This is an optimization exercise on Yosys and OpenROAD, whose aim is small area and a short achievable clock period, not a production implementation.
Where RTL was checked, it was by simulation tests only, not by an equivalence proof against the original.

// twiddle_mult
module twiddle_mult
#(
    parameter int DATA_W    = 32,
    parameter int START_CNT = 64
) (
    input  logic              clk,
    input  logic              rst_n,
    input  logic [7:0]        cnt,
    input  logic [DATA_W-1:0] data_in,
    output logic [DATA_W-1:0] data_out
);
export LEC_CHECK = 0
export CAP_MARGIN = 20
export CORE_MARGIN = 2
export CORE_UTILIZATION = 40
export SETUP_SLACK_MARGIN = 2
export SLEW_MARGIN = 20
export TNS_END_PERCENT = 100
create_clock -name core_clock -period 8.0 [get_ports {clk}]
run.sh (not shown) runs the stock make flow with config.mk's settings and CLKGATE_MAP_FILE= SYNTH_SCRIPT=/design/flow/synth_recipe.tcl, a recipe that flattens the netlist after the stock synthesis.
Edit:
Settings changed: SETUP_SLACK_MARGIN 2 to 3.
=>
- global-route usage went up by 4.1 points
- clock-buffer cell count grows by 1
- cell area rises by 1.8%
- worst setup slack gets worse by 0.050 ns
- routed wire length rises by 11%
- flip-flop and latch count stays the same
- worst hold slack gets worse by 0.015 ns
Function was not checked in any run of this note: the RTL went through the layout flow alone.

---

job 5355:
Another version of the RTL of twiddle_mult (not shown whole).
Size: roughly 0.020 sq mm of cells after synthesis.
Settings: LEC_CHECK=0, CAP_MARGIN=20, CORE_MARGIN=2, CORE_UTILIZATION=40, SETUP_SLACK_MARGIN=3.3, SLEW_MARGIN=20, SYNTH_HIERARCHICAL=1, SYNTH_MINIMUM_KEEP_SIZE=0, TNS_END_PERCENT=100; clock period 8.0 ns.
Job 5355 went all the way through the flow, and no timing, DRC or antenna check failed.
Setup changes, job 5355 to job 1497
==> flow/flow/run.sh (new file) <==
#!/bin/bash
# Standard layout, except that the port buffers are buf_4 cells instead of the
# default choice (a slow delay buffer). Every port still gets its own buffer.
set -euo pipefail
export BUFFER_PORTS_ARGS="-buffer_cell sky130_fd_sc_hd__buf_4"
bash standard.sh finish > standard_finish.log 2>&1
==> flow/standard.sh (new file) <==
#!/bin/bash
# synth_recipe.tcl (not shown) runs the flow's synth.tcl, then flattens the netlist and writes it again
# the make line also repeats each setting of config.mk as NAME=value (left out here)
make -C /OpenROAD-flow-scripts/flow DESIGN_CONFIG=/design/flow/config.mk WORK_HOME=/design/flow/orfs CLKGATE_MAP_FILE= SYNTH_SCRIPT=/design/flow/synth_recipe.tcl "${@:-finish}"
removed: flow/run.sh
Job 1497 ended up with fewer standard cells than job 5355.
Global-route met1 utilization: job 1497 and job 5355 compared, lower one is job 1497
Job 1497 against job 5355: signed area change from the synthesized netlist to the final layout has decreased.
Compared with job 5355, job 1497 shows a lower post-route fraction of the period consumed by the critical path.
Job 1497 against job 5355: total detailed-routing wirelength went down by 4.2%, sequential share of layout area picked up an extra 0.35 points, setup slack +0.20 ns.
#### Input delta (job 2749 over job 1497)
- SETUP_SLACK_MARGIN now 3.8, was 3.3
[summary]
Delta (job 2749 minus job 1497): worst setup timing slack at the placement stage saw an increase; slack of the critical path saw an increase.
Going from job 1497 to job 2749, via count was more or less identical.
Diff job 2749..job 1497 | number of buffers and inverters on the critical path | unchanged
Summary of the comparison: area occupied by multi-input gates is higher in job 2749, relative to job 1497.
--- input diff job 2749..job 4278 ---
- swapping 3.8 for 3.6 in SETUP_SLACK_MARGIN
==> flow/run.sh (new file) <==
#!/bin/bash
# synth_recipe.tcl (not shown) runs the flow's synth.tcl, then flattens the netlist and writes it again
# the make line also repeats each setting of config.mk as NAME=value (left out here)
make -C /OpenROAD-flow-scripts/flow DESIGN_CONFIG=/design/flow/config.mk WORK_HOME=/design/flow/orfs CLKGATE_MAP_FILE= SYNTH_SCRIPT=/design/flow/synth_recipe.tcl finish
removed: flow/flow/run.sh
removed: flow/standard.sh
Findings:
Of the two values seen for kind of critical path, primary input to flop was produced by job 2749 and flop to output port by job 4278.
Via count of the first global-routing pass across job 4278 and job 2749: no real change.
Relative to job 2749, worst path required time decreased by 1.98 ns in job 4278.
Against job 2749 as the reference, job 4278 delivers a higher fraction of layout instances using a drive strength above 1.
Looking at largest clock skew in the final design, job 4278 sits 0.0049 ns above job 2749.

---

the baseline:
Another version of the RTL of twiddle_mult (not shown whole).
For scale: about 74 I/O pins, ~19,000 um^2 of cells after synthesis.
clock: 8.0 ns
lec_check: 0
cap_margin: 20
core_margin: 2
core_utilization: 40
slew_margin: 20
synth_hierarchical: 1
synth_minimum_keep_size: 0
Stock flow here: none of the scripts above is used.
The baseline finished every stage and its layout cleared the timing, design-rule and antenna checks.
The following lists how the candidate was set up differently from the baseline:
Settings: setting SETUP_SLACK_MARGIN to 3 for the first time; setting TNS_END_PERCENT to 100 for the first time.
Findings:
In the flow results for the baseline and the candidate, the worst hold slack is larger on the baseline. Of the baseline and the candidate, the candidate shows the lower share of the final layout cell area in sequential cells, with the baseline above it. Largest fanout on the critical path: the candidate vs the baseline down 8. Max global-route track usage on met2 across the baseline and the candidate: the candidate. The wire length on met1 reported for the candidate is greater than that of the baseline by 440 um. What the baseline reported for non-clock buffer count has to be multiplied by 1.3 to get the figure for the candidate.

---

rev 12:
Another version of the RTL of twiddle_mult (not shown whole).
For scale: ~1600 cells after synthesis.
==> flow/config.mk <==
export PLATFORM = sky130hd
export DESIGN_NAME = twiddle_mult
export DESIGN_NICKNAME = twiddle_mult
export VERILOG_FILES = /design/flow/design.v
export SDC_FILE = /design/flow/constraint.sdc
export NUM_CORES = 4
export LEC_CHECK = 0
export CAP_MARGIN = 20
export CORE_MARGIN = 2
export CORE_UTILIZATION = 35
export PLACE_DENSITY = 0.4
export SETUP_SLACK_MARGIN = 3.4
export SLEW_MARGIN = 20
export SYNTH_HIERARCHICAL = 1
export SYNTH_MINIMUM_KEEP_SIZE = 0
export TNS_END_PERCENT = 100
==> flow/constraint.sdc <==
create_clock -name core_clock -period 8.0 [get_ports {clk}]
set_input_delay 1.6000 -clock core_clock [delete_from_list [all_inputs] [get_ports {clk}]]
set_output_delay 1.6000 -clock core_clock [all_outputs]
set_load 0.01 [all_outputs]
standard.sh (not shown) runs the stock make flow with config.mk's settings and CLKGATE_MAP_FILE= SYNTH_SCRIPT=/design/flow/synth_recipe.tcl, a recipe that flattens the netlist after the stock synthesis.
==> flow/flow/run.sh <==
#!/bin/bash
# Standard layout, except that the port buffers are buf_4 cells instead of the
# default choice (a slow delay buffer). Every port still gets its own buffer.
set -euo pipefail
export BUFFER_PORTS_ARGS="-buffer_cell sky130_fd_sc_hd__buf_4"
bash standard.sh finish > standard_finish.log 2>&1
diff inputs: rev 12 => rev 13
- swapping 3.4 for 3.0 in SETUP_SLACK_MARGIN
### Flow results
- Taking rev 12 as the reference, in rev 13 count of buffers not belonging to the clock network in the layout shrank by 90, fmax lower, post-layout worst setup margin lower.
- Rev 13 reports its most common library cell in the layout ignoring fill and taps as fa_1 while rev 12 reports a222oi_1.
- Sequential share of layout area, rev 12 and rev 13: higher on rev 13

-- port drivers added, routing unchanged --
No port has a modelled driver above. Below, the same layouts with a new extraction and two added sets of constraints. Step 1 (the two cells are an assumption about what drives the block):
set clk [get_ports {clk}]
set_driving_cell -lib_cell sky130_fd_sc_hd__clkbuf_16 $clk
set_driving_cell -lib_cell sky130_fd_sc_hd__buf_2 [delete_from_list [all_inputs] $clk]
Step 2 adds t to the input delays and takes it off the output delays; t is the mean of the earliest and latest rising clock arrival at the registers after step 1. Input paths then give back, and output paths get back, about the clock's delay inside the block. Three values: ideal ports, drivers, drivers and shift; two values: the first two.
| run | t, ns | setup WS [ns] | worst data-port slew with drivers (ns) |
|---|---|---|---|
| the first run of note 1 | 0.352 | 1.818 / 1.818 / 1.488 | 0.21 |
| the second run of note 1 | 0.383 | 1.768 / 1.768 / 1.434 | 0.13 |
| job 5355 | 0.504 | 3.317 / 3.312 / 2.809 | 0.13 |
| job 1497 | 0.507 | 3.522 / 3.464 / 3.022 | 0.14 |
| job 2749 | 0.506 | 3.799 / 3.756 / 3.250 | 0.14 |
| job 4278 | 0.516 | 3.609 / 3.555 / 3.060 | 0.11 |
| the baseline | 0.427 | 2.149 / 2.149 / 2.080 | 0.08 |
| the candidate | 0.428 | 3.014 / 3.047 / 2.618 | 0.08 |
| rev 12 | 0.530 | 3.369 / 3.323 / 2.792 | 0.11 |
| rev 13 | 0.534 | 3.080 / 3.115 / 2.581 | 0.09 |
After both steps setup and hold are still met in every run listed. The setup slack of rev 12, which loses most, moves by -0.046 ns with the drivers and by -0.577 ns with both steps.
